This design comes from an exercise in tuning for small area on the open sky130 flow, not from production work. The RTL was checked by simulation tests, not by an equivalence proof against the original design. Power is estimated from default activity; no workload was simulated.

==> design.v <==
module resample_interp #(
    parameter int SYM_WIDTH = 1,
    parameter int INT_WIDTH = 1,
    parameter int DEC_WIDTH = 14,
    parameter int MU_WIDTH  = 8,
    parameter int DEPTH     = 8,
    parameter int CNT_WIDTH = 16,
    localparam int DW = SYM_WIDTH + INT_WIDTH + DEC_WIDTH,
    localparam int LW = $clog2(DEPTH) + 1
) (
    input  logic                 clk,
    input  logic                 rst,
    input  logic                 flush,
    input  logic                 in_valid,
    input  logic [DW-1:0]        in_i,
    input  logic [DW-1:0]        in_q,
    input  logic                 mk,
    input  logic [MU_WIDTH-1:0]  mu,
    input  logic                 mode,
    input  logic                 out_ready,
    output logic                 out_valid,
    output logic [DW-1:0]        out_i,
    output logic [DW-1:0]        out_q,
    output logic [LW-1:0]        fifo_level,
    output logic                 overflow,
    output logic [CNT_WIDTH-1:0] sym_cnt
);
    localparam int AW = $clog2(DEPTH);
    localparam logic [DW-1:0] SGN = DW'(1) << (DW - 1);
    logic                 strobe;
    logic                 x_zero;
    logic [DW-1:0]        x_i, x_q;
    logic                 s1_valid, s2_valid, s3_valid;
    logic [DW-1:0]        s1_a_i, s1_a_q;
    logic [MU_WIDTH-1:0]  s1_mu;
    logic [DW-1:0]        s2_y_i, s2_y_q, s3_y_i, s3_y_q;
    logic [DW-1:0]        y_i, y_q;
    logic [DW-1:0]        mem_i [DEPTH];
    logic [DW-1:0]        mem_q [DEPTH];
    logic [AW-1:0]        wr_ptr, rd_ptr;
    logic                 full, pop, wr_ok;
    assign strobe = in_valid && mk;
    always_ff @(posedge clk or posedge rst) begin
        if (rst) begin
            x_zero   <= 1'b1;
            s1_valid <= 1'b0;
            s2_valid <= 1'b0;
            s3_valid <= 1'b0;
        end else if (flush) begin
            x_zero   <= 1'b1;
            s1_valid <= 1'b0;
            s2_valid <= 1'b0;
            s3_valid <= 1'b0;
        end else begin
            if (in_valid) x_zero <= 1'b0;
            s1_valid <= strobe;
            s2_valid <= s1_valid;
            s3_valid <= s2_valid;
        end
    end
    logic [DW-1:0]        s1_a_i_d, s1_a_q_d;
    logic                 sel_new, sel_hist;
    assign sel_new  = !mode;
    assign sel_hist = mode && !x_zero;
    for (genvar j = 0; j < DW - 1; j++) begin : g_s1a
        ri_ao22 u_s1a_i (sel_new, in_i[j], sel_hist, x_i[j], s1_a_i_d[j]);
        ri_ao22 u_s1a_q (sel_new, in_q[j], sel_hist, x_q[j], s1_a_q_d[j]);
    end
    assign s1_a_i_d[DW-1] = !mode ? !in_i[DW-1] : x_zero || x_i[DW-1];
    assign s1_a_q_d[DW-1] = !mode ? !in_q[DW-1] : x_zero || x_q[DW-1];
    always_ff @(posedge clk) begin
        if (in_valid) begin
            x_i <= in_i ^ SGN;
            x_q <= in_q ^ SGN;
        end
        s1_a_i <= s1_a_i_d;
        s1_a_q <= s1_a_q_d;
        s1_mu  <= mu;
        s2_y_i <= y_i ^ SGN;
        s2_y_q <= y_q ^ SGN;
        s3_y_i <= s2_y_i;
        s3_y_q <= s2_y_q;
    end
    logic [15:0] ari_1;
    logic [15:0] ari_2;
    logic [15:0] ari_3;
    logic [15:0] ari_4;
    logic [15:0] ari_5;
    logic [15:0] ari_6;
    logic [15:0] ari_7;
    logic [15:0] ari_8;
    logic ari_9;
    logic ari_10;
    logic ari_11;
    logic ari_12;
    logic ari_13;
    logic ari_14;
    logic ari_15;
    logic ari_16;
    logic ari_17;
    logic ari_18;
    logic ari_19;
    logic ari_20;
    logic ari_21;
    logic ari_22;
    logic ari_23;
    logic ari_24;
    logic ari_25;
    logic ari_26;
    logic ari_27;
    logic ari_28;
    logic ari_29;
    logic ari_30;
    logic ari_31;
    logic ari_32;
    logic ari_33;
    logic ari_34;
    logic ari_35;
    logic ari_36;
    logic ari_37;
    logic ari_38;
    logic ari_39;
    logic ari_40;
    logic ari_41;
    logic ari_42;
    logic ari_43;
    logic ari_44;
    logic ari_45;
    logic ari_46;
    logic ari_47;
    logic ari_48;
    logic ari_49;
    logic ari_50;
    logic ari_51;
    logic ari_52;
    logic ari_53;
    logic ari_54;
    logic ari_55;
    logic ari_56;
    logic ari_57;
    logic ari_58;
    logic ari_59;
    logic ari_60;
    logic ari_61;
    logic ari_62;
    logic ari_63;
    logic ari_64;
    logic ari_65;
    logic ari_66;
    logic ari_67;
    logic ari_68;
    logic ari_69;
    logic ari_70;
    logic ari_71;
    logic ari_72;
    logic ari_73;
    logic ari_74;
    logic ari_75;
    logic ari_76;
    logic ari_77;
    logic ari_78;
    logic ari_79;
    logic ari_80;
    logic ari_81;
    logic ari_82;
    logic ari_83;
    logic ari_84;
    logic ari_85;
    logic ari_86;
    logic ari_87;
    logic ari_88;
    logic ari_89;
    logic ari_90;
    logic ari_91;
    logic ari_92;
    logic ari_93;
    logic ari_94;
    logic ari_95;
    logic ari_96;
    logic ari_97;
    logic ari_98;
    logic ari_99;
    logic ari_100;
    logic ari_101;
    logic ari_102;
    logic ari_103;
    logic ari_104;
    logic ari_105;
    logic ari_106;
    logic ari_107;
    logic ari_108;
    logic ari_109;
    logic ari_110;
    logic ari_111;
    logic ari_112;
    logic ari_113;
    logic ari_114;
    logic ari_115;
    logic ari_116;
    logic ari_117;
    logic ari_118;
    logic ari_119;
    logic ari_120;
    logic ari_121;
    logic ari_122;
    logic ari_123;
    logic ari_124;
    logic ari_125;
    logic ari_126;
    logic ari_127;
    logic ari_128;
    logic ari_129;
    logic ari_130;
    logic ari_131;
    logic ari_132;
    logic ari_133;
    logic ari_134;
    logic ari_135;
    logic ari_136;
    logic ari_137;
    logic ari_138;
    logic ari_139;
    logic ari_140;
    logic ari_141;
    logic ari_142;
    logic ari_143;
    logic ari_144;
    logic ari_145;
    logic ari_146;
    logic ari_147;
    logic ari_148;
    logic ari_149;
    logic ari_150;
    logic ari_151;
    logic ari_152;
    logic ari_153;
    logic ari_154;
    logic ari_155;
    logic ari_156;
    logic ari_157;
    logic ari_158;
    logic ari_159;
    logic ari_160;
    logic ari_161;
    logic ari_162;
    logic ari_163;
    logic ari_164;
    logic ari_165;
    logic ari_166;
    logic ari_167;
    logic ari_168;
    logic ari_169;
    logic ari_170;
    logic ari_171;
    logic ari_172;
    logic ari_173;
    logic ari_174;
    logic ari_175;
    logic ari_176;
    logic ari_177;
    logic ari_178;
    logic ari_179;
    logic ari_180;
    logic ari_181;
    logic ari_182;
    logic ari_183;
    logic ari_184;
    logic ari_185;
    logic ari_186;
    logic ari_187;
    logic ari_188;
    logic ari_189;
    logic ari_190;
    logic ari_191;
    logic ari_192;
    logic ari_193;
    logic ari_194;
    logic ari_195;
    logic ari_196;
    logic ari_197;
    logic ari_198;
    logic ari_199;
    logic ari_200;
    logic ari_201;
    logic ari_202;
    logic ari_203;
    logic ari_204;
    logic ari_205;
    logic ari_206;
    logic ari_207;
    logic ari_208;
    logic ari_209;
    logic ari_210;
    logic ari_211;
    logic ari_212;
    logic ari_213;
    logic ari_214;
    logic ari_215;
    logic ari_216;
    logic ari_217;
    logic ari_218;
    logic ari_219;
    logic ari_220;
    logic ari_221;
    logic ari_222;
    logic ari_223;
    logic ari_224;
    logic ari_225;
    logic ari_226;
    logic ari_227;
    logic ari_228;
    logic ari_229;
    logic ari_230;
    logic ari_231;
    logic ari_232;
    logic ari_233;
    logic ari_234;
    logic ari_235;
    logic ari_236;
    logic ari_237;
    logic ari_238;
    logic ari_239;
    logic ari_240;
    logic ari_241;
    logic ari_242;
    logic ari_243;
    logic ari_244;
    logic ari_245;
    logic ari_246;
    logic ari_247;
    logic ari_248;
    logic ari_249;
    logic ari_250;
    logic ari_251;
    logic ari_252;
    logic ari_253;
    logic ari_254;
    logic ari_255;
    logic ari_256;
    logic ari_257;
    logic ari_258;
    logic ari_259;
    logic ari_260;
    logic ari_261;
    logic ari_262;
    logic ari_263;
    logic ari_264;
    logic ari_265;
    logic ari_266;
    logic ari_267;
    logic ari_268;
    logic ari_269;
    logic ari_270;
    logic ari_271;
    logic ari_272;
    logic ari_273;
    logic ari_274;
    logic ari_275;
    logic ari_276;
    logic ari_277;
    logic ari_278;
    logic ari_279;
    logic ari_280;
    logic ari_281;
    logic ari_282;
    logic ari_283;
    logic ari_284;
    logic ari_285;
    logic ari_286;
    logic ari_287;
    logic ari_288;
    logic ari_289;
    logic ari_290;
    logic ari_291;
    logic ari_292;
    logic ari_293;
    logic ari_294;
    logic ari_295;
    logic ari_296;
    logic ari_297;
    logic ari_298;
    logic ari_299;
    logic ari_300;
    logic ari_301;
    logic ari_302;
    logic ari_303;
    logic ari_304;
    logic ari_305;
    logic ari_306;
    logic ari_307;
    logic ari_308;
    logic ari_309;
    logic ari_310;
    logic ari_311;
    logic ari_312;
    logic ari_313;
    logic ari_314;
    logic ari_315;
    logic ari_316;
    logic ari_317;
    logic ari_318;
    logic ari_319;
    logic ari_320;
    logic ari_321;
    logic ari_322;
    assign ari_1 = ~(s1_mu[0] ? x_i : s1_a_i);
    assign ari_2 = ~(s1_mu[1] ? x_i : s1_a_i);
    assign ari_3 = ~(s1_mu[2] ? x_i : s1_a_i);
    assign ari_4 = ~(s1_mu[3] ? x_i : s1_a_i);
    assign ari_5 = ~(s1_mu[4] ? x_i : s1_a_i);
    assign ari_6 = ~(s1_mu[5] ? x_i : s1_a_i);
    assign ari_7 = ~(s1_mu[6] ? x_i : s1_a_i);
    assign ari_8 = ~(s1_mu[7] ? x_i : s1_a_i);
    ri_ha u_ari_9 (~s1_a_i[7], ari_1[7], ari_9, ari_10);
    assign ari_11 = ~(~s1_a_i[1] ^ ari_1[1]);
    assign ari_12 = ~s1_a_i[1] | ari_1[1];
    ri_fa u_ari_13 (~s1_a_i[2], ari_1[2], ari_2[1], ari_13, ari_14);
    assign ari_15 = ~(ari_3[0] ^ ari_12);
    assign ari_16 = ari_3[0] | ari_12;
    ri_fa u_ari_17 (~s1_a_i[3], ari_1[3], ari_2[2], ari_17, ari_18);
    ri_fa u_ari_19 (ari_3[1], ari_4[0], ari_14, ari_19, ari_20);
    assign ari_21 = ~(ari_16 ^ ari_17);
    assign ari_22 = ari_16 | ari_17;
    ri_fa u_ari_23 (~s1_a_i[4], ari_1[4], ari_2[3], ari_23, ari_24);
    ri_fa u_ari_25 (ari_3[2], ari_4[1], ari_5[0], ari_25, ari_26);
    ri_fa u_ari_27 (ari_18, ari_23, ari_25, ari_27, ari_28);
    assign ari_29 = ~(ari_22 ^ ari_20);
    assign ari_30 = ari_22 | ari_20;
    ri_fa u_ari_31 (~s1_a_i[5], ari_1[5], ari_2[4], ari_31, ari_32);
    ri_fa u_ari_33 (ari_3[3], ari_4[2], ari_5[1], ari_33, ari_34);
    ri_fa u_ari_35 (ari_6[0], ari_24, ari_26, ari_35, ari_36);
    ri_fa u_ari_37 (ari_31, ari_33, ari_28, ari_37, ari_38);
    assign ari_39 = ~(ari_35 ^ ari_30);
    assign ari_40 = ari_35 | ari_30;
    ri_fa u_ari_41 (~s1_a_i[6], ari_1[6], ari_2[5], ari_41, ari_42);
    ri_fa u_ari_43 (ari_3[4], ari_4[3], ari_5[2], ari_43, ari_44);
    ri_fa u_ari_45 (ari_6[1], ari_7[0], ari_32, ari_45, ari_46);
    ri_fa u_ari_47 (ari_34, ari_41, ari_43, ari_47, ari_48);
    ri_fa u_ari_49 (ari_36, ari_45, ari_47, ari_49, ari_50);
    assign ari_51 = ~(ari_38 ^ ari_40);
    assign ari_52 = ari_38 | ari_40;
    ri_fa u_ari_53 (ari_2[6], ari_3[5], ari_4[4], ari_53, ari_54);
    ri_fa u_ari_55 (ari_5[3], ari_6[2], ari_7[1], ari_55, ari_56);
    ri_fa u_ari_57 (ari_8[0], ari_9, ari_42, ari_57, ari_58);
    ri_fa u_ari_59 (ari_44, ari_53, ari_55, ari_59, ari_60);
    ri_fa u_ari_61 (ari_46, ari_48, ari_57, ari_61, ari_62);
    ri_fa u_ari_63 (ari_59, ari_50, ari_61, ari_63, ari_64);
    ri_fa u_ari_65 (~s1_a_i[8], ari_1[8], ari_2[7], ari_65, ari_66);
    ri_fa u_ari_67 (ari_3[6], ari_4[5], ari_5[4], ari_67, ari_68);
    ri_fa u_ari_69 (ari_6[3], ari_7[2], ari_8[1], ari_69, ari_70);
    ri_fa u_ari_71 (ari_10, ari_54, ari_56, ari_71, ari_72);
    ri_fa u_ari_73 (ari_65, ari_67, ari_69, ari_73, ari_74);
    ri_fa u_ari_75 (ari_58, ari_60, ari_71, ari_75, ari_76);
    ri_fa u_ari_77 (ari_73, ari_62, ari_75, ari_77, ari_78);
    ri_fa u_ari_79 (~s1_a_i[9], ari_1[9], ari_2[8], ari_79, ari_80);
    ri_fa u_ari_81 (ari_3[7], ari_4[6], ari_5[5], ari_81, ari_82);
    ri_fa u_ari_83 (ari_6[4], ari_7[3], ari_8[2], ari_83, ari_84);
    ri_fa u_ari_85 (ari_66, ari_68, ari_70, ari_85, ari_86);
    ri_fa u_ari_87 (ari_79, ari_81, ari_83, ari_87, ari_88);
    ri_fa u_ari_89 (ari_72, ari_74, ari_85, ari_89, ari_90);
    ri_fa u_ari_91 (ari_87, ari_76, ari_89, ari_91, ari_92);
    ri_fa u_ari_93 (~s1_a_i[10], ari_1[10], ari_2[9], ari_93, ari_94);
    ri_fa u_ari_95 (ari_3[8], ari_4[7], ari_5[6], ari_95, ari_96);
    ri_fa u_ari_97 (ari_6[5], ari_7[4], ari_8[3], ari_97, ari_98);
    ri_fa u_ari_99 (ari_80, ari_82, ari_84, ari_99, ari_100);
    ri_fa u_ari_101 (ari_93, ari_95, ari_97, ari_101, ari_102);
    ri_fa u_ari_103 (ari_86, ari_88, ari_99, ari_103, ari_104);
    ri_fa u_ari_105 (ari_101, ari_90, ari_103, ari_105, ari_106);
    ri_fa u_ari_107 (~s1_a_i[11], ari_1[11], ari_2[10], ari_107, ari_108);
    ri_fa u_ari_109 (ari_3[9], ari_4[8], ari_5[7], ari_109, ari_110);
    ri_fa u_ari_111 (ari_6[6], ari_7[5], ari_8[4], ari_111, ari_112);
    ri_fa u_ari_113 (ari_94, ari_96, ari_98, ari_113, ari_114);
    ri_fa u_ari_115 (ari_107, ari_109, ari_111, ari_115, ari_116);
    ri_fa u_ari_117 (ari_100, ari_102, ari_113, ari_117, ari_118);
    ri_fa u_ari_119 (ari_115, ari_104, ari_117, ari_119, ari_120);
    ri_fa u_ari_121 (~s1_a_i[12], ari_1[12], ari_2[11], ari_121, ari_122);
    ri_fa u_ari_123 (ari_3[10], ari_4[9], ari_5[8], ari_123, ari_124);
    ri_fa u_ari_125 (ari_6[7], ari_7[6], ari_8[5], ari_125, ari_126);
    ri_fa u_ari_127 (ari_108, ari_110, ari_112, ari_127, ari_128);
    ri_fa u_ari_129 (ari_121, ari_123, ari_125, ari_129, ari_130);
    ri_fa u_ari_131 (ari_114, ari_116, ari_127, ari_131, ari_132);
    ri_fa u_ari_133 (ari_129, ari_118, ari_131, ari_133, ari_134);
    ri_fa u_ari_135 (~s1_a_i[13], ari_1[13], ari_2[12], ari_135, ari_136);
    ri_fa u_ari_137 (ari_3[11], ari_4[10], ari_5[9], ari_137, ari_138);
    ri_fa u_ari_139 (ari_6[8], ari_7[7], ari_8[6], ari_139, ari_140);
    ri_fa u_ari_141 (ari_122, ari_124, ari_126, ari_141, ari_142);
    ri_fa u_ari_143 (ari_135, ari_137, ari_139, ari_143, ari_144);
    ri_fa u_ari_145 (ari_128, ari_130, ari_141, ari_145, ari_146);
    ri_fa u_ari_147 (ari_143, ari_132, ari_145, ari_147, ari_148);
    ri_fa u_ari_149 (~s1_a_i[14], ari_1[14], ari_2[13], ari_149, ari_150);
    ri_fa u_ari_151 (ari_3[12], ari_4[11], ari_5[10], ari_151, ari_152);
    ri_fa u_ari_153 (ari_6[9], ari_7[8], ari_8[7], ari_153, ari_154);
    ri_fa u_ari_155 (ari_136, ari_138, ari_140, ari_155, ari_156);
    ri_fa u_ari_157 (ari_149, ari_151, ari_153, ari_157, ari_158);
    ri_fa u_ari_159 (ari_142, ari_144, ari_155, ari_159, ari_160);
    ri_fa u_ari_161 (ari_157, ari_146, ari_159, ari_161, ari_162);
    ri_fa u_ari_163 (~s1_a_i[15], ari_1[15], ari_2[14], ari_163, ari_164);
    ri_fa u_ari_165 (ari_3[13], ari_4[12], ari_5[11], ari_165, ari_166);
    ri_fa u_ari_167 (ari_6[10], ari_7[9], ari_8[8], ari_167, ari_168);
    ri_fa u_ari_169 (ari_150, ari_152, ari_154, ari_169, ari_170);
    ri_fa u_ari_171 (ari_163, ari_165, ari_167, ari_171, ari_172);
    ri_fa u_ari_173 (ari_156, ari_158, ari_169, ari_173, ari_174);
    ri_fa u_ari_175 (ari_171, ari_160, ari_173, ari_175, ari_176);
    ri_fa u_ari_177 (ari_2[15], ari_3[14], ari_4[13], ari_177, ari_178);
    ri_fa u_ari_179 (ari_5[12], ari_6[11], ari_7[10], ari_179, ari_180);
    ri_fa u_ari_181 (ari_8[9], ari_164, ari_166, ari_181, ari_182);
    ri_fa u_ari_183 (ari_168, ari_177, ari_179, ari_183, ari_184);
    ri_fa u_ari_185 (ari_170, ari_172, ari_181, ari_185, ari_186);
    ri_fa u_ari_187 (ari_183, ari_174, ari_185, ari_187, ari_188);
    ri_fa u_ari_189 (ari_3[15], ari_4[14], ari_5[13], ari_189, ari_190);
    ri_fa u_ari_191 (ari_6[12], ari_7[11], ari_8[10], ari_191, ari_192);
    ri_fa u_ari_193 (ari_178, ari_180, ari_189, ari_193, ari_194);
    ri_fa u_ari_195 (ari_191, ari_182, ari_184, ari_195, ari_196);
    ri_fa u_ari_197 (ari_193, ari_186, ari_195, ari_197, ari_198);
    ri_fa u_ari_199 (ari_4[15], ari_5[14], ari_6[13], ari_199, ari_200);
    ri_fa u_ari_201 (ari_7[12], ari_8[11], ari_190, ari_201, ari_202);
    ri_fa u_ari_203 (ari_192, ari_199, ari_194, ari_203, ari_204);
    ri_fa u_ari_205 (ari_201, ari_196, ari_203, ari_205, ari_206);
    ri_fa u_ari_207 (ari_5[15], ari_6[14], ari_7[13], ari_207, ari_208);
    ri_fa u_ari_209 (ari_8[12], ari_200, ari_207, ari_209, ari_210);
    ri_fa u_ari_211 (ari_202, ari_209, ari_204, ari_211, ari_212);
    ri_fa u_ari_213 (ari_6[15], ari_7[14], ari_8[13], ari_213, ari_214);
    ri_fa u_ari_215 (ari_208, ari_213, ari_210, ari_215, ari_216);
    ri_fa u_ari_217 (ari_7[15], ari_8[14], ari_214, ari_217, ari_218);
    assign ari_219 = ~s1_a_i[0] | ari_1[0];
    ri_maj u_ari_220 (ari_2[0], ari_11, ari_219, ari_220);
    ri_maj u_ari_221 (ari_13, ari_15, ari_220, ari_221);
    ri_maj u_ari_222 (ari_21, ari_19, ari_221, ari_222);
    ri_maj u_ari_223 (ari_27, ari_29, ari_222, ari_223);
    ri_maj u_ari_224 (ari_39, ari_37, ari_223, ari_224);
    ri_maj u_ari_225 (ari_49, ari_51, ari_224, ari_225);
    ri_maj u_ari_226 (ari_52, ari_63, ari_225, ari_226);
    ri_ha u_ari_227 (ari_64, ari_77, ari_227, ari_228);
    ri_ha u_ari_229 (ari_78, ari_91, ari_229, ari_230);
    ri_ha u_ari_231 (ari_92, ari_105, ari_231, ari_232);
    ri_ha u_ari_233 (ari_106, ari_119, ari_233, ari_234);
    ri_ha u_ari_235 (ari_120, ari_133, ari_235, ari_236);
    ri_ha u_ari_237 (ari_134, ari_147, ari_237, ari_238);
    ri_ha u_ari_239 (ari_148, ari_161, ari_239, ari_240);
    ri_ha u_ari_241 (ari_162, ari_175, ari_241, ari_242);
    ri_ha u_ari_243 (ari_176, ari_187, ari_243, ari_244);
    ri_ha u_ari_245 (ari_188, ari_197, ari_245, ari_246);
    ri_ha u_ari_247 (ari_198, ari_205, ari_247, ari_248);
    ri_ha u_ari_249 (ari_206, ari_211, ari_249, ari_250);
    ri_ha u_ari_251 (ari_215, ari_212, ari_251, ari_252);
    ri_ha u_ari_253 (ari_217, ari_216, ari_253, ari_254);
    ri_ha u_ari_255 (ari_8[15], ari_218, ari_255, ari_256);
    assign ari_257 = ari_228 | (ari_227 & ari_226);
    assign ari_258 = ari_230 | (ari_229 & ari_257);
    assign ari_259 = ari_234 | (ari_233 & ari_232);
    assign ari_260 = ari_233 & ari_231;
    assign ari_261 = ari_238 | (ari_237 & ari_236);
    assign ari_262 = ari_237 & ari_235;
    assign ari_263 = ari_242 | (ari_241 & ari_240);
    assign ari_264 = ari_241 & ari_239;
    assign ari_265 = ari_246 | (ari_245 & ari_244);
    assign ari_266 = ari_245 & ari_243;
    assign ari_267 = ari_250 | (ari_249 & ari_248);
    assign ari_268 = ari_249 & ari_247;
    assign ari_269 = ari_254 | (ari_253 & ari_252);
    assign ari_270 = ari_253 & ari_251;
    assign ari_271 = 1'b0 | (1'b0 & ari_256);
    assign ari_272 = 1'b0 & ari_255;
    assign ari_273 = ari_232 | (ari_231 & ari_258);
    assign ari_274 = ari_259 | (ari_260 & ari_258);
    assign ari_275 = ari_240 | (ari_239 & ari_261);
    assign ari_276 = ari_239 & ari_262;
    assign ari_277 = ari_263 | (ari_264 & ari_261);
    assign ari_278 = ari_264 & ari_262;
    assign ari_279 = ari_248 | (ari_247 & ari_265);
    assign ari_280 = ari_247 & ari_266;
    assign ari_281 = ari_267 | (ari_268 & ari_265);
    assign ari_282 = ari_268 & ari_266;
    assign ari_283 = ari_256 | (ari_255 & ari_269);
    assign ari_284 = ari_255 & ari_270;
    assign ari_285 = ari_271 | (ari_272 & ari_269);
    assign ari_286 = ari_272 & ari_270;
    assign ari_287 = ari_236 | (ari_235 & ari_274);
    assign ari_288 = ari_261 | (ari_262 & ari_274);
    assign ari_289 = ari_275 | (ari_276 & ari_274);
    assign ari_290 = ari_277 | (ari_278 & ari_274);
    assign ari_291 = ari_252 | (ari_251 & ari_281);
    assign ari_292 = ari_251 & ari_282;
    assign ari_293 = ari_269 | (ari_270 & ari_281);
    assign ari_294 = ari_270 & ari_282;
    assign ari_295 = ari_283 | (ari_284 & ari_281);
    assign ari_296 = ari_284 & ari_282;
    assign ari_297 = ari_285 | (ari_286 & ari_281);
    assign ari_298 = ari_286 & ari_282;
    assign ari_299 = ari_244 | (ari_243 & ari_290);
    assign ari_300 = ari_265 | (ari_266 & ari_290);
    assign ari_301 = ari_279 | (ari_280 & ari_290);
    assign ari_302 = ari_281 | (ari_282 & ari_290);
    assign ari_303 = ari_291 | (ari_292 & ari_290);
    assign ari_304 = ari_293 | (ari_294 & ari_290);
    assign ari_305 = ari_295 | (ari_296 & ari_290);
    assign ari_306 = ari_297 | (ari_298 & ari_290);
    assign ari_307 = ari_227 ^ ari_226;
    assign ari_308 = ari_229 ^ ari_257;
    assign ari_309 = ari_231 ^ ari_258;
    assign ari_310 = ari_233 ^ ari_273;
    assign ari_311 = ari_235 ^ ari_274;
    assign ari_312 = ari_237 ^ ari_287;
    assign ari_313 = ari_239 ^ ari_288;
    assign ari_314 = ari_241 ^ ari_289;
    assign ari_315 = ari_243 ^ ari_290;
    assign ari_316 = ari_245 ^ ari_299;
    assign ari_317 = ari_247 ^ ari_300;
    assign ari_318 = ari_249 ^ ari_301;
    assign ari_319 = ari_251 ^ ari_302;
    assign ari_320 = ari_253 ^ ari_303;
    assign ari_321 = ari_255 ^ ari_304;
    assign ari_322 = 1'b0 ^ ari_305;
    assign y_i = ~{ari_322, ari_321, ari_320, ari_319, ari_318, ari_317, ari_316, ari_315, ari_314, ari_313, ari_312, ari_311, ari_310, ari_309, ari_308, ari_307};
    logic [15:0] arq_1;
    logic [15:0] arq_2;
    logic [15:0] arq_3;
    logic [15:0] arq_4;
    logic [15:0] arq_5;
    logic [15:0] arq_6;
    logic [15:0] arq_7;
    logic [15:0] arq_8;
    logic arq_9;
    logic arq_10;
    logic arq_11;
    logic arq_12;
    logic arq_13;
    logic arq_14;
    logic arq_15;
    logic arq_16;
    logic arq_17;
    logic arq_18;
    logic arq_19;
    logic arq_20;
    logic arq_21;
    logic arq_22;
    logic arq_23;
    logic arq_24;
    logic arq_25;
    logic arq_26;
    logic arq_27;
    logic arq_28;
    logic arq_29;
    logic arq_30;
    logic arq_31;
    logic arq_32;
    logic arq_33;
    logic arq_34;
    logic arq_35;
    logic arq_36;
    logic arq_37;
    logic arq_38;
    logic arq_39;
    logic arq_40;
    logic arq_41;
    logic arq_42;
    logic arq_43;
    logic arq_44;
    logic arq_45;
    logic arq_46;
    logic arq_47;
    logic arq_48;
    logic arq_49;
    logic arq_50;
    logic arq_51;
    logic arq_52;
    logic arq_53;
    logic arq_54;
    logic arq_55;
    logic arq_56;
    logic arq_57;
    logic arq_58;
    logic arq_59;
    logic arq_60;
    logic arq_61;
    logic arq_62;
    logic arq_63;
    logic arq_64;
    logic arq_65;
    logic arq_66;
    logic arq_67;
    logic arq_68;
    logic arq_69;
    logic arq_70;
    logic arq_71;
    logic arq_72;
    logic arq_73;
    logic arq_74;
    logic arq_75;
    logic arq_76;
    logic arq_77;
    logic arq_78;
    logic arq_79;
    logic arq_80;
    logic arq_81;
    logic arq_82;
    logic arq_83;
    logic arq_84;
    logic arq_85;
    logic arq_86;
    logic arq_87;
    logic arq_88;
    logic arq_89;
    logic arq_90;
    logic arq_91;
    logic arq_92;
    logic arq_93;
    logic arq_94;
    logic arq_95;
    logic arq_96;
    logic arq_97;
    logic arq_98;
    logic arq_99;
    logic arq_100;
    logic arq_101;
    logic arq_102;
    logic arq_103;
    logic arq_104;
    logic arq_105;
    logic arq_106;
    logic arq_107;
    logic arq_108;
    logic arq_109;
    logic arq_110;
    logic arq_111;
    logic arq_112;
    logic arq_113;
    logic arq_114;
    logic arq_115;
    logic arq_116;
    logic arq_117;
    logic arq_118;
    logic arq_119;
    logic arq_120;
    logic arq_121;
    logic arq_122;
    logic arq_123;
    logic arq_124;
    logic arq_125;
    logic arq_126;
    logic arq_127;
    logic arq_128;
    logic arq_129;
    logic arq_130;
    logic arq_131;
    logic arq_132;
    logic arq_133;
    logic arq_134;
    logic arq_135;
    logic arq_136;
    logic arq_137;
    logic arq_138;
    logic arq_139;
    logic arq_140;
    logic arq_141;
    logic arq_142;
    logic arq_143;
    logic arq_144;
    logic arq_145;
    logic arq_146;
    logic arq_147;
    logic arq_148;
    logic arq_149;
    logic arq_150;
    logic arq_151;
    logic arq_152;
    logic arq_153;
    logic arq_154;
    logic arq_155;
    logic arq_156;
    logic arq_157;
    logic arq_158;
    logic arq_159;
    logic arq_160;
    logic arq_161;
    logic arq_162;
    logic arq_163;
    logic arq_164;
    logic arq_165;
    logic arq_166;
    logic arq_167;
    logic arq_168;
    logic arq_169;
    logic arq_170;
    logic arq_171;
    logic arq_172;
    logic arq_173;
    logic arq_174;
    logic arq_175;
    logic arq_176;
    logic arq_177;
    logic arq_178;
    logic arq_179;
    logic arq_180;
    logic arq_181;
    logic arq_182;
    logic arq_183;
    logic arq_184;
    logic arq_185;
    logic arq_186;
    logic arq_187;
    logic arq_188;
    logic arq_189;
    logic arq_190;
    logic arq_191;
    logic arq_192;
    logic arq_193;
    logic arq_194;
    logic arq_195;
    logic arq_196;
    logic arq_197;
    logic arq_198;
    logic arq_199;
    logic arq_200;
    logic arq_201;
    logic arq_202;
    logic arq_203;
    logic arq_204;
    logic arq_205;
    logic arq_206;
    logic arq_207;
    logic arq_208;
    logic arq_209;
    logic arq_210;
    logic arq_211;
    logic arq_212;
    logic arq_213;
    logic arq_214;
    logic arq_215;
    logic arq_216;
    logic arq_217;
    logic arq_218;
    logic arq_219;
    logic arq_220;
    logic arq_221;
    logic arq_222;
    logic arq_223;
    logic arq_224;
    logic arq_225;
    logic arq_226;
    logic arq_227;
    logic arq_228;
    logic arq_229;
    logic arq_230;
    logic arq_231;
    logic arq_232;
    logic arq_233;
    logic arq_234;
    logic arq_235;
    logic arq_236;
    logic arq_237;
    logic arq_238;
    logic arq_239;
    logic arq_240;
    logic arq_241;
    logic arq_242;
    logic arq_243;
    logic arq_244;
    logic arq_245;
    logic arq_246;
    logic arq_247;
    logic arq_248;
    logic arq_249;
    logic arq_250;
    logic arq_251;
    logic arq_252;
    logic arq_253;
    logic arq_254;
    logic arq_255;
    logic arq_256;
    logic arq_257;
    logic arq_258;
    logic arq_259;
    logic arq_260;
    logic arq_261;
    logic arq_262;
    logic arq_263;
    logic arq_264;
    logic arq_265;
    logic arq_266;
    logic arq_267;
    logic arq_268;
    logic arq_269;
    logic arq_270;
    logic arq_271;
    logic arq_272;
    logic arq_273;
    logic arq_274;
    logic arq_275;
    logic arq_276;
    logic arq_277;
    logic arq_278;
    logic arq_279;
    logic arq_280;
    logic arq_281;
    logic arq_282;
    logic arq_283;
    logic arq_284;
    logic arq_285;
    logic arq_286;
    logic arq_287;
    logic arq_288;
    logic arq_289;
    logic arq_290;
    logic arq_291;
    logic arq_292;
    logic arq_293;
    logic arq_294;
    logic arq_295;
    logic arq_296;
    logic arq_297;
    logic arq_298;
    logic arq_299;
    logic arq_300;
    logic arq_301;
    logic arq_302;
    logic arq_303;
    logic arq_304;
    logic arq_305;
    logic arq_306;
    logic arq_307;
    logic arq_308;
    logic arq_309;
    logic arq_310;
    logic arq_311;
    logic arq_312;
    logic arq_313;
    logic arq_314;
    logic arq_315;
    logic arq_316;
    logic arq_317;
    logic arq_318;
    logic arq_319;
    logic arq_320;
    logic arq_321;
    logic arq_322;
    assign arq_1 = ~(s1_mu[0] ? x_q : s1_a_q);
    assign arq_2 = ~(s1_mu[1] ? x_q : s1_a_q);
    assign arq_3 = ~(s1_mu[2] ? x_q : s1_a_q);
    assign arq_4 = ~(s1_mu[3] ? x_q : s1_a_q);
    assign arq_5 = ~(s1_mu[4] ? x_q : s1_a_q);
    assign arq_6 = ~(s1_mu[5] ? x_q : s1_a_q);
    assign arq_7 = ~(s1_mu[6] ? x_q : s1_a_q);
    assign arq_8 = ~(s1_mu[7] ? x_q : s1_a_q);
    ri_ha u_arq_9 (~s1_a_q[7], arq_1[7], arq_9, arq_10);
    assign arq_11 = ~(~s1_a_q[1] ^ arq_1[1]);
    assign arq_12 = ~s1_a_q[1] | arq_1[1];
    ri_fa u_arq_13 (~s1_a_q[2], arq_1[2], arq_2[1], arq_13, arq_14);
    assign arq_15 = ~(arq_3[0] ^ arq_12);
    assign arq_16 = arq_3[0] | arq_12;
    ri_fa u_arq_17 (~s1_a_q[3], arq_1[3], arq_2[2], arq_17, arq_18);
    ri_fa u_arq_19 (arq_3[1], arq_4[0], arq_14, arq_19, arq_20);
    assign arq_21 = ~(arq_16 ^ arq_17);
    assign arq_22 = arq_16 | arq_17;
    ri_fa u_arq_23 (~s1_a_q[4], arq_1[4], arq_2[3], arq_23, arq_24);
    ri_fa u_arq_25 (arq_3[2], arq_4[1], arq_5[0], arq_25, arq_26);
    ri_fa u_arq_27 (arq_18, arq_23, arq_25, arq_27, arq_28);
    assign arq_29 = ~(arq_22 ^ arq_20);
    assign arq_30 = arq_22 | arq_20;
    ri_fa u_arq_31 (~s1_a_q[5], arq_1[5], arq_2[4], arq_31, arq_32);
    ri_fa u_arq_33 (arq_3[3], arq_4[2], arq_5[1], arq_33, arq_34);
    ri_fa u_arq_35 (arq_6[0], arq_24, arq_26, arq_35, arq_36);
    ri_fa u_arq_37 (arq_31, arq_33, arq_28, arq_37, arq_38);
    assign arq_39 = ~(arq_35 ^ arq_30);
    assign arq_40 = arq_35 | arq_30;
    ri_fa u_arq_41 (~s1_a_q[6], arq_1[6], arq_2[5], arq_41, arq_42);
    ri_fa u_arq_43 (arq_3[4], arq_4[3], arq_5[2], arq_43, arq_44);
    ri_fa u_arq_45 (arq_6[1], arq_7[0], arq_32, arq_45, arq_46);
    ri_fa u_arq_47 (arq_34, arq_41, arq_43, arq_47, arq_48);
    ri_fa u_arq_49 (arq_36, arq_45, arq_47, arq_49, arq_50);
    assign arq_51 = ~(arq_38 ^ arq_40);
    assign arq_52 = arq_38 | arq_40;
    ri_fa u_arq_53 (arq_2[6], arq_3[5], arq_4[4], arq_53, arq_54);
    ri_fa u_arq_55 (arq_5[3], arq_6[2], arq_7[1], arq_55, arq_56);
    ri_fa u_arq_57 (arq_8[0], arq_9, arq_42, arq_57, arq_58);
    ri_fa u_arq_59 (arq_44, arq_53, arq_55, arq_59, arq_60);
    ri_fa u_arq_61 (arq_46, arq_48, arq_57, arq_61, arq_62);
    ri_fa u_arq_63 (arq_59, arq_50, arq_61, arq_63, arq_64);
    ri_fa u_arq_65 (~s1_a_q[8], arq_1[8], arq_2[7], arq_65, arq_66);
    ri_fa u_arq_67 (arq_3[6], arq_4[5], arq_5[4], arq_67, arq_68);
    ri_fa u_arq_69 (arq_6[3], arq_7[2], arq_8[1], arq_69, arq_70);
    ri_fa u_arq_71 (arq_10, arq_54, arq_56, arq_71, arq_72);
    ri_fa u_arq_73 (arq_65, arq_67, arq_69, arq_73, arq_74);
    ri_fa u_arq_75 (arq_58, arq_60, arq_71, arq_75, arq_76);
    ri_fa u_arq_77 (arq_73, arq_62, arq_75, arq_77, arq_78);
    ri_fa u_arq_79 (~s1_a_q[9], arq_1[9], arq_2[8], arq_79, arq_80);
    ri_fa u_arq_81 (arq_3[7], arq_4[6], arq_5[5], arq_81, arq_82);
    ri_fa u_arq_83 (arq_6[4], arq_7[3], arq_8[2], arq_83, arq_84);
    ri_fa u_arq_85 (arq_66, arq_68, arq_70, arq_85, arq_86);
    ri_fa u_arq_87 (arq_79, arq_81, arq_83, arq_87, arq_88);
    ri_fa u_arq_89 (arq_72, arq_74, arq_85, arq_89, arq_90);
    ri_fa u_arq_91 (arq_87, arq_76, arq_89, arq_91, arq_92);
    ri_fa u_arq_93 (~s1_a_q[10], arq_1[10], arq_2[9], arq_93, arq_94);
    ri_fa u_arq_95 (arq_3[8], arq_4[7], arq_5[6], arq_95, arq_96);
    ri_fa u_arq_97 (arq_6[5], arq_7[4], arq_8[3], arq_97, arq_98);
    ri_fa u_arq_99 (arq_80, arq_82, arq_84, arq_99, arq_100);
    ri_fa u_arq_101 (arq_93, arq_95, arq_97, arq_101, arq_102);
    ri_fa u_arq_103 (arq_86, arq_88, arq_99, arq_103, arq_104);
    ri_fa u_arq_105 (arq_101, arq_90, arq_103, arq_105, arq_106);
    ri_fa u_arq_107 (~s1_a_q[11], arq_1[11], arq_2[10], arq_107, arq_108);
    ri_fa u_arq_109 (arq_3[9], arq_4[8], arq_5[7], arq_109, arq_110);
    ri_fa u_arq_111 (arq_6[6], arq_7[5], arq_8[4], arq_111, arq_112);
    ri_fa u_arq_113 (arq_94, arq_96, arq_98, arq_113, arq_114);
    ri_fa u_arq_115 (arq_107, arq_109, arq_111, arq_115, arq_116);
    ri_fa u_arq_117 (arq_100, arq_102, arq_113, arq_117, arq_118);
    ri_fa u_arq_119 (arq_115, arq_104, arq_117, arq_119, arq_120);
    ri_fa u_arq_121 (~s1_a_q[12], arq_1[12], arq_2[11], arq_121, arq_122);
    ri_fa u_arq_123 (arq_3[10], arq_4[9], arq_5[8], arq_123, arq_124);
    ri_fa u_arq_125 (arq_6[7], arq_7[6], arq_8[5], arq_125, arq_126);
    ri_fa u_arq_127 (arq_108, arq_110, arq_112, arq_127, arq_128);
    ri_fa u_arq_129 (arq_121, arq_123, arq_125, arq_129, arq_130);
    ri_fa u_arq_131 (arq_114, arq_116, arq_127, arq_131, arq_132);
    ri_fa u_arq_133 (arq_129, arq_118, arq_131, arq_133, arq_134);
    ri_fa u_arq_135 (~s1_a_q[13], arq_1[13], arq_2[12], arq_135, arq_136);
    ri_fa u_arq_137 (arq_3[11], arq_4[10], arq_5[9], arq_137, arq_138);
    ri_fa u_arq_139 (arq_6[8], arq_7[7], arq_8[6], arq_139, arq_140);
    ri_fa u_arq_141 (arq_122, arq_124, arq_126, arq_141, arq_142);
    ri_fa u_arq_143 (arq_135, arq_137, arq_139, arq_143, arq_144);
    ri_fa u_arq_145 (arq_128, arq_130, arq_141, arq_145, arq_146);
    ri_fa u_arq_147 (arq_143, arq_132, arq_145, arq_147, arq_148);
    ri_fa u_arq_149 (~s1_a_q[14], arq_1[14], arq_2[13], arq_149, arq_150);
    ri_fa u_arq_151 (arq_3[12], arq_4[11], arq_5[10], arq_151, arq_152);
    ri_fa u_arq_153 (arq_6[9], arq_7[8], arq_8[7], arq_153, arq_154);
    ri_fa u_arq_155 (arq_136, arq_138, arq_140, arq_155, arq_156);
    ri_fa u_arq_157 (arq_149, arq_151, arq_153, arq_157, arq_158);
    ri_fa u_arq_159 (arq_142, arq_144, arq_155, arq_159, arq_160);
    ri_fa u_arq_161 (arq_157, arq_146, arq_159, arq_161, arq_162);
    ri_fa u_arq_163 (~s1_a_q[15], arq_1[15], arq_2[14], arq_163, arq_164);
    ri_fa u_arq_165 (arq_3[13], arq_4[12], arq_5[11], arq_165, arq_166);
    ri_fa u_arq_167 (arq_6[10], arq_7[9], arq_8[8], arq_167, arq_168);
    ri_fa u_arq_169 (arq_150, arq_152, arq_154, arq_169, arq_170);
    ri_fa u_arq_171 (arq_163, arq_165, arq_167, arq_171, arq_172);
    ri_fa u_arq_173 (arq_156, arq_158, arq_169, arq_173, arq_174);
    ri_fa u_arq_175 (arq_171, arq_160, arq_173, arq_175, arq_176);
    ri_fa u_arq_177 (arq_2[15], arq_3[14], arq_4[13], arq_177, arq_178);
    ri_fa u_arq_179 (arq_5[12], arq_6[11], arq_7[10], arq_179, arq_180);
    ri_fa u_arq_181 (arq_8[9], arq_164, arq_166, arq_181, arq_182);
    ri_fa u_arq_183 (arq_168, arq_177, arq_179, arq_183, arq_184);
    ri_fa u_arq_185 (arq_170, arq_172, arq_181, arq_185, arq_186);
    ri_fa u_arq_187 (arq_183, arq_174, arq_185, arq_187, arq_188);
    ri_fa u_arq_189 (arq_3[15], arq_4[14], arq_5[13], arq_189, arq_190);
    ri_fa u_arq_191 (arq_6[12], arq_7[11], arq_8[10], arq_191, arq_192);
    ri_fa u_arq_193 (arq_178, arq_180, arq_189, arq_193, arq_194);
    ri_fa u_arq_195 (arq_191, arq_182, arq_184, arq_195, arq_196);
    ri_fa u_arq_197 (arq_193, arq_186, arq_195, arq_197, arq_198);
    ri_fa u_arq_199 (arq_4[15], arq_5[14], arq_6[13], arq_199, arq_200);
    ri_fa u_arq_201 (arq_7[12], arq_8[11], arq_190, arq_201, arq_202);
    ri_fa u_arq_203 (arq_192, arq_199, arq_194, arq_203, arq_204);
    ri_fa u_arq_205 (arq_201, arq_196, arq_203, arq_205, arq_206);
    ri_fa u_arq_207 (arq_5[15], arq_6[14], arq_7[13], arq_207, arq_208);
    ri_fa u_arq_209 (arq_8[12], arq_200, arq_207, arq_209, arq_210);
    ri_fa u_arq_211 (arq_202, arq_209, arq_204, arq_211, arq_212);
    ri_fa u_arq_213 (arq_6[15], arq_7[14], arq_8[13], arq_213, arq_214);
    ri_fa u_arq_215 (arq_208, arq_213, arq_210, arq_215, arq_216);
    ri_fa u_arq_217 (arq_7[15], arq_8[14], arq_214, arq_217, arq_218);
    assign arq_219 = ~s1_a_q[0] | arq_1[0];
    ri_maj u_arq_220 (arq_2[0], arq_11, arq_219, arq_220);
    ri_maj u_arq_221 (arq_13, arq_15, arq_220, arq_221);
    ri_maj u_arq_222 (arq_21, arq_19, arq_221, arq_222);
    ri_maj u_arq_223 (arq_27, arq_29, arq_222, arq_223);
    ri_maj u_arq_224 (arq_39, arq_37, arq_223, arq_224);
    ri_maj u_arq_225 (arq_49, arq_51, arq_224, arq_225);
    ri_maj u_arq_226 (arq_52, arq_63, arq_225, arq_226);
    ri_ha u_arq_227 (arq_64, arq_77, arq_227, arq_228);
    ri_ha u_arq_229 (arq_78, arq_91, arq_229, arq_230);
    ri_ha u_arq_231 (arq_92, arq_105, arq_231, arq_232);
    ri_ha u_arq_233 (arq_106, arq_119, arq_233, arq_234);
    ri_ha u_arq_235 (arq_120, arq_133, arq_235, arq_236);
    ri_ha u_arq_237 (arq_134, arq_147, arq_237, arq_238);
    ri_ha u_arq_239 (arq_148, arq_161, arq_239, arq_240);
    ri_ha u_arq_241 (arq_162, arq_175, arq_241, arq_242);
    ri_ha u_arq_243 (arq_176, arq_187, arq_243, arq_244);
    ri_ha u_arq_245 (arq_188, arq_197, arq_245, arq_246);
    ri_ha u_arq_247 (arq_198, arq_205, arq_247, arq_248);
    ri_ha u_arq_249 (arq_206, arq_211, arq_249, arq_250);
    ri_ha u_arq_251 (arq_215, arq_212, arq_251, arq_252);
    ri_ha u_arq_253 (arq_217, arq_216, arq_253, arq_254);
    ri_ha u_arq_255 (arq_8[15], arq_218, arq_255, arq_256);
    assign arq_257 = arq_228 | (arq_227 & arq_226);
    assign arq_258 = arq_230 | (arq_229 & arq_257);
    assign arq_259 = arq_234 | (arq_233 & arq_232);
    assign arq_260 = arq_233 & arq_231;
    assign arq_261 = arq_238 | (arq_237 & arq_236);
    assign arq_262 = arq_237 & arq_235;
    assign arq_263 = arq_242 | (arq_241 & arq_240);
    assign arq_264 = arq_241 & arq_239;
    assign arq_265 = arq_246 | (arq_245 & arq_244);
    assign arq_266 = arq_245 & arq_243;
    assign arq_267 = arq_250 | (arq_249 & arq_248);
    assign arq_268 = arq_249 & arq_247;
    assign arq_269 = arq_254 | (arq_253 & arq_252);
    assign arq_270 = arq_253 & arq_251;
    assign arq_271 = 1'b0 | (1'b0 & arq_256);
    assign arq_272 = 1'b0 & arq_255;
    assign arq_273 = arq_232 | (arq_231 & arq_258);
    assign arq_274 = arq_259 | (arq_260 & arq_258);
    assign arq_275 = arq_240 | (arq_239 & arq_261);
    assign arq_276 = arq_239 & arq_262;
    assign arq_277 = arq_263 | (arq_264 & arq_261);
    assign arq_278 = arq_264 & arq_262;
    assign arq_279 = arq_248 | (arq_247 & arq_265);
    assign arq_280 = arq_247 & arq_266;
    assign arq_281 = arq_267 | (arq_268 & arq_265);
    assign arq_282 = arq_268 & arq_266;
    assign arq_283 = arq_256 | (arq_255 & arq_269);
    assign arq_284 = arq_255 & arq_270;
    assign arq_285 = arq_271 | (arq_272 & arq_269);
    assign arq_286 = arq_272 & arq_270;
    assign arq_287 = arq_236 | (arq_235 & arq_274);
    assign arq_288 = arq_261 | (arq_262 & arq_274);
    assign arq_289 = arq_275 | (arq_276 & arq_274);
    assign arq_290 = arq_277 | (arq_278 & arq_274);
    assign arq_291 = arq_252 | (arq_251 & arq_281);
    assign arq_292 = arq_251 & arq_282;
    assign arq_293 = arq_269 | (arq_270 & arq_281);
    assign arq_294 = arq_270 & arq_282;
    assign arq_295 = arq_283 | (arq_284 & arq_281);
    assign arq_296 = arq_284 & arq_282;
    assign arq_297 = arq_285 | (arq_286 & arq_281);
    assign arq_298 = arq_286 & arq_282;
    assign arq_299 = arq_244 | (arq_243 & arq_290);
    assign arq_300 = arq_265 | (arq_266 & arq_290);
    assign arq_301 = arq_279 | (arq_280 & arq_290);
    assign arq_302 = arq_281 | (arq_282 & arq_290);
    assign arq_303 = arq_291 | (arq_292 & arq_290);
    assign arq_304 = arq_293 | (arq_294 & arq_290);
    assign arq_305 = arq_295 | (arq_296 & arq_290);
    assign arq_306 = arq_297 | (arq_298 & arq_290);
    assign arq_307 = arq_227 ^ arq_226;
    assign arq_308 = arq_229 ^ arq_257;
    assign arq_309 = arq_231 ^ arq_258;
    assign arq_310 = arq_233 ^ arq_273;
    assign arq_311 = arq_235 ^ arq_274;
    assign arq_312 = arq_237 ^ arq_287;
    assign arq_313 = arq_239 ^ arq_288;
    assign arq_314 = arq_241 ^ arq_289;
    assign arq_315 = arq_243 ^ arq_290;
    assign arq_316 = arq_245 ^ arq_299;
    assign arq_317 = arq_247 ^ arq_300;
    assign arq_318 = arq_249 ^ arq_301;
    assign arq_319 = arq_251 ^ arq_302;
    assign arq_320 = arq_253 ^ arq_303;
    assign arq_321 = arq_255 ^ arq_304;
    assign arq_322 = 1'b0 ^ arq_305;
    assign y_q = ~{arq_322, arq_321, arq_320, arq_319, arq_318, arq_317, arq_316, arq_315, arq_314, arq_313, arq_312, arq_311, arq_310, arq_309, arq_308, arq_307};
    assign wr_ptr    = rd_ptr + fifo_level[AW-1:0];
    assign full      = fifo_level == LW'(DEPTH);
    assign out_valid = fifo_level != '0;
    assign pop       = out_valid && out_ready;
    assign wr_ok     = s3_valid && (!full || pop);
    always_comb begin
        out_i = '0;
        out_q = '0;
        for (int k = 0; k < DEPTH; k++) begin
            if (out_valid && rd_ptr == AW'(k)) begin
                out_i = out_i | mem_i[k];
                out_q = out_q | mem_q[k];
            end
        end
    end
    always_ff @(posedge clk) begin
        if (!full || pop) begin
            mem_i[wr_ptr] <= s3_y_i;
            mem_q[wr_ptr] <= s3_y_q;
        end
    end
    always_ff @(posedge clk or posedge rst) begin
        if (rst) begin
            rd_ptr     <= '0;
            fifo_level <= '0;
            overflow   <= 1'b0;
            sym_cnt    <= '0;
        end else if (flush) begin
            rd_ptr     <= '0;
            fifo_level <= '0;
            overflow   <= 1'b0;
            sym_cnt    <= '0;
        end else begin
            if (wr_ok) begin
                sym_cnt <= sym_cnt + CNT_WIDTH'(1);
            end
            if (pop) begin
                rd_ptr <= rd_ptr + AW'(1);
            end
            case ({wr_ok, pop})
                2'b10:   fifo_level <= fifo_level + LW'(1);
                2'b01:   fifo_level <= fifo_level - LW'(1);
                default: fifo_level <= fifo_level;
            endcase
            if (s3_valid && !wr_ok) begin
                overflow <= 1'b1;
            end
        end
    end
endmodule
module ri_fa (
    input  logic a, b, c,
    output logic s, co
);
    assign s  = a ^ b ^ c;
    assign co = (a & b) | (c & (a ^ b));
endmodule
module ri_maj (
    input  logic a, b, c,
    output logic co
);
    assign co = (a & b) | (a & c) | (b & c);
endmodule
module ri_ao (
    input  logic gh, ph, gl,
    output logic g
);
    assign g = gh | (ph & gl);
endmodule
module ri_and (
    input  logic a, b,
    output logic y
);
    assign y = a & b;
endmodule
module ri_xor (
    input  logic a, b,
    output logic y
);
    assign y = a ^ b;
endmodule
module ri_ha (
    input  logic a, b,
    output logic s, co
);
    assign s  = a ^ b;
    assign co = a & b;
endmodule
module ri_ao22 (
    input  logic a1, a2, b1, b2,
    output logic x
);
    assign x = (a1 & a2) | (b1 & b2);
endmodule
==> flow/run.sh <==
#!/bin/bash
# Layout flow: the standard ORFS flow (standard.sh, synthesis unchanged)
# with two changes to the layout steps:
#   * port buffers use the smallest buffer (buf_1) instead of the resizer's
#     default choice; every input and output port still gets a buffer;
#   * clock tree synthesis runs without dummy loads and builds the tree from
#     clkbuf_8 cells with sink clusters of at most 20 flip-flops.
# Each tool's full output is in orfs/logs/ (one log per step); make's own
# output goes to flow_make.log in the work folder.
set -euo pipefail
export BUFFER_PORTS_ARGS="-buffer_cell sky130_fd_sc_hd__buf_1"
export CTS_ARGS="-sink_clustering_enable -repair_clock_nets -dont_use_dummy_load -buf_list sky130_fd_sc_hd__clkbuf_8 -sink_clustering_size 20 -sink_clustering_max_diameter 50"
bash standard.sh > flow_make.log 2>&1
==> standard.sh <==
#!/bin/bash
# synth_recipe.tcl (not shown) runs the flow's synth.tcl, then flattens the netlist and writes it again
# the make line also repeats each setting of config.mk as NAME=value (left out here)
make -C /OpenROAD-flow-scripts/flow DESIGN_CONFIG=/design/flow/config.mk WORK_HOME=/design/flow/orfs CLKGATE_MAP_FILE= SYNTH_SCRIPT=/design/flow/synth_recipe.tcl "${@:-finish}"
==> config.mk <==
export PLATFORM = sky130hd
export DESIGN_NAME = resample_interp
export DESIGN_NICKNAME = resample_interp
export VERILOG_FILES = /design/flow/design.v
export SDC_FILE = /design/flow/constraint.sdc
export NUM_CORES = 4
export LEC_CHECK = 0
export CAP_MARGIN = 20
export CORE_MARGIN = 2
export CORE_UTILIZATION = 65
export PLACE_DENSITY = 0.75
export SLEW_MARGIN = 20
export SYNTH_HIERARCHICAL = 1
export SYNTH_MINIMUM_KEEP_SIZE = 0
==> constraint.sdc <==
create_clock -name core_clock -period 6.0 [get_ports {clk}]
set_input_delay 1.2000 -clock core_clock [delete_from_list [all_inputs] [get_ports {clk}]]
set_output_delay 1.2000 -clock core_clock [all_outputs]
set_load 0.01 [all_outputs]
==> run notes <==
* Status: finished clean
* Drt first pass iters at 6
* Kind of critical path: register to register
* Die Y at 190 um
* Final setup viols at 0
* Total power at 13.4 mW
* CTS resizes at 0
* Max-cap viol count at 0
* Min-Delay Path Depth at 0
* Ant diodes at 0
* Via count of the routed design at 12900
* Sequential area share after synthesis at 0.508
* Worst slew margin at 0.283
* CTS tree: yes
* Area Overhead vs Synth at 5.37%
* Syn nets at 1859
* Hold_sp: s2_y_i[9]
* Fin. max-slew vios at 0
* Post-DRT Antenna Nets at 0
* Comb power frac at 0.528
* Mapped Cells at 1550
* Nets at 1900
* PD cells at 565 nW/um^2
* Final Critical Period at 5.40 ns
* Worst-Skew Late Latency at 0.59 ns
* Postcts setup bufs at 0
* Mapped Avg Cell Area at 14.5 um^2
* DR iter-0 viols at 1142
* Reg2Reg Launch Point: s1_mu[2]
* Maximum clock frequency at 0.185 GHz
* CP endpoint kind: register
* Reg2Reg Depth at 17
* Largest stage delay, worst path at 0.71 ns
* Hold crit path type: register to register
* Worst-path fanout max at 18
* Sequential power share at 0.370
* Worst-path clk slew at 0.11 ns
* Synthesis-stage register bit count at 420
* Critical Path, Cell by Cell: buf_4 -> mux2i_1 -> fa_1 -> fa_1 -> fa_1 -> fa_1 -> ha_1 -> ha_1 -> or2_2 -> ha_1 -> o211ai_1 -> a21boi_1 -> a41oi_2 -> inv_2 -> ha_1 -> nor2_1 -> xor2_1
* Total GRT Usage at 0.276
* Biggest regs: mem_i: 128 flops, mem_q: 128 flops
* Cts hold-fix bufs at 0
* Tcrit/Tclk final at 0.900
* Post-DP Area at 23200 um^2
* Grt ovf at 0
* Worst hold endpoint: s3_y_i[9]
* IO buf count at 100
* Max Clock Skew at 0.0836 ns
* Crit start category: register
* Fraction of layout cells with a size suffix above 1 at 0.0743
* Clk sink count at 420
* Clock root buffer: clkbuf_8
* Vias in the first global route at 13300
* Synthesized area at 22500 um^2
* Leakage at 9.14 nW
* P_int at 7.93 mW
* Distinct cells, synth at 60
* Row count at 68
* Max Buffers Root-to-Sink at 3
* Yosys warns at 7
* Finished Cell Area at 23700 um^2
* Drt wl/cell at 23.6 um
* Placer congestion estimate at 0.897
* First-pass GRT wire length at 75900 um
* Post-Route WL at 48300 um
* Top Ports at 101
* Initial Utilization at 0.656
* Initial antenna violation count at 0
* Post-DR vias/cell at 6.29
* Post-synth ARST share at 0.0667
* Htree depth at 2
* Setup tns final at 0 ns
* CORE AREA at 34300 um^2
* Most used DFF post-synth: edfxtp_1
* Die area at 36100 um^2
* P_sw at 5.46 mW
* Post-synth EDFFs at 288
* R2R Setup Slk at 0.60 ns
* RSZ-0062 raised after global routing: no
* Largest net degree at the start of global routing at 35
* Final count of hold timing violations at 0
* R2r endpoint: s2_y_i[9]
* Worst EP arrival at 5.86 ns
* Max stage delay cell, worst path: dfxtp_2
* Dpl hpwl at 31600 um
* Num CTS Buffers at 36
* Die Width at 190 um
* Peak supply drop at 0.000457 V
* Worst Path Required at 6.46 ns
* Measured slew at the worst slew-check pin at 1.08 ns
* Clock power frac at 0.103
* Net Sw Frac at 0.408
* Remaining DRCs at 0
## cell usage in the layout (no fill, tap or decap), types with 4 or more instances in the layout
cell      netlist  routed
clkbuf_8        0      36
nor2_1         44      39
and3_1          9       6
a222oi_1       64      64
nor2_4          0       4
ha_1           64      64
nand3_1        39      39
dfrtp_1        27      27
a21oi_1        19      19
edfxtp_1      288     288
dfxtp_2         0       8
o211ai_1        6       6
buf_1          43      99
nor2b_1         7       7
nor3_1         11       9
fa_1          198     198
buf_4           0      26
nand2_1        22      22
dfxtp_1       104      96
xnor2_1        16      16
nand4_1         5       5
mux2_2          4       4
a22oi_1        34      34
or2_2           4       4
o21ai_0        13      13
a22o_1         30      30
xor2_1         18      18
mux2i_1       254     254
inv_1          79      78
maj3_2         14      14
## worst max-delay path: cells and delay by family (launching register included)
kind            cells  cell delay (ns)
flops               1             0.71
mux                 1             0.25
fa+ha+maj           8             2.71
buf+inv             2             0.37
xor+xnor            1             0.14
simple gates        2             0.41
compound gates      3             0.71
## area by class of cell
type                            count  area, um^2
Clock buffer                       36         495
Fill cell                        2382       10600
Inverter                           81         304
Multi-Input combinational cell    925       10300
Sequential cell                   420       11400
Tap cell                          455         569
Timing Repair Buffer              127         592
## cell families after synthesis
logic type	after synthesis	synth area share
simple gates	164	0.0368
compound gates	193	0.0713
xor+xnor	34	0.0132
buf+inv	205	0.0368
flops	420	0.508
fa+ha+maj	276	0.219
mux	258	0.115
## cell usage after synthesis, types with 5 or more instances
cell type | n | area share
a21oi_1 | 19 | 0.0042
o211ai_1 | 6 | 0.0020
nor2_1 | 44 | 0.0073
xor2_1 | 18 | 0.0070
dfrtp_1 | 27 | 0.030
fa_1 | 198 | 0.18
a22oi_1 | 34 | 0.011
nand3_1 | 39 | 0.0087
maj3_2 | 14 | 0.0070
nor2b_1 | 7 | 0.0019
and3_1 | 9 | 0.0025
o21ai_0 | 13 | 0.0029
inv_1 | 79 | 0.013
nand4_1 | 5 | 0.0014
xnor2_1 | 16 | 0.0062
nand2_1 | 22 | 0.0037
clkbuf_1 | 70 | 0.012
mux2i_1 | 254 | 0.11
buf_6 | 7 | 0.0035
a222oi_1 | 64 | 0.028
a22o_1 | 30 | 0.012
ha_1 | 64 | 0.036
buf_1 | 43 | 0.0072
nor3_1 | 11 | 0.0024
dfxtp_1 | 104 | 0.093
edfxtp_1 | 288 | 0.38
## power groups by stage
stage	logic, mW	clock network [mW]	registers, mW
6_report	7.06	1.38	4.95
3_5_place_dp	7.05	0	5.00
2_1_floorplan	5.21	0	4.76
4_1_cts	7.09	1.41	4.94
3_3_place_gp	6.82	0	4.94
5_1_grt	7.98	1.51	5.03
## per-module statistics from Yosys, one instance, submodules excluded
module / flops+latches / cells inside / copies in the design / area [um^2]
resample_interp: 420 / 1278 / 1 / 17800
ri_fa: 0 / 1 / 196 / 20.0
ri_ha: 0 / 1 / 32 / 12.5
ri_maj: 0 / 1 / 14 / 11.3
ri_ao22: 0 / 1 / 30 / 8.76
## metrics by stage
stage	util	worst slack [ns]	cells	hold slack, ns
2_1_floorplan	-	0.511	1550	0.310
3_3_place_gp	0.677	0.708	2008	0.311
3_5_place_dp	0.677	0.565	2008	0.312
4_1_cts	0.691	0.548	2044	0.262
5_1_grt	0.691	0.203	2044	0.252
6_report	0.691	0.600	2044	0.246
## worst max path at each step
stage                             to  slack, ns  cells after the start  startpoint
after global placement    s2_y_i[13]       0.71                     16    s1_mu[2]
final                      s2_y_i[9]       0.60                     17    s1_mu[2]
after detailed placement  s2_y_i[13]       0.56                     16    s1_mu[2]
after floorplan           s2_y_i[13]       0.51                     21    s1_mu[0]
after global routing       s2_y_i[9]       0.20                     17    s1_mu[2]
after CTS                  s2_y_i[9]       0.55                     17    s1_mu[2]
## routing by layer
layer  track usage  vias to the layer above  wire [um]
met5             0                        -          0
met3        0.0513                       87       3390
met2         0.447                      451      22900
li1              -                     5748          -
met1         0.389                     6573      20900
met4        0.0745                        0       1190

==> port drivers added, routing unchanged <==
No port has a modelled driver above. Below, the same layout with a new extraction and two added sets of constraints. Step 1, drivers: a clkbuf_16 drives clk and a buf_2 each remaining input, both assumed. Step 2 times the ports against the registers' clock, not the clock port: input delays grow and output delays shrink by t, the midpoint of the rising clock arrivals with the driver on. Three values: no drivers, after step 1, after step 2; two values: the first two.
t, ns: 0.602
setup slack, ns: 0.600 / 0.600 / 0.600
worst register clock-pin slew, ns: 0.11 / 0.11
After both steps setup and hold are still met in this run. The setup slack of this run moves by 0.000 ns with the drivers and by 0.000 ns with both steps.
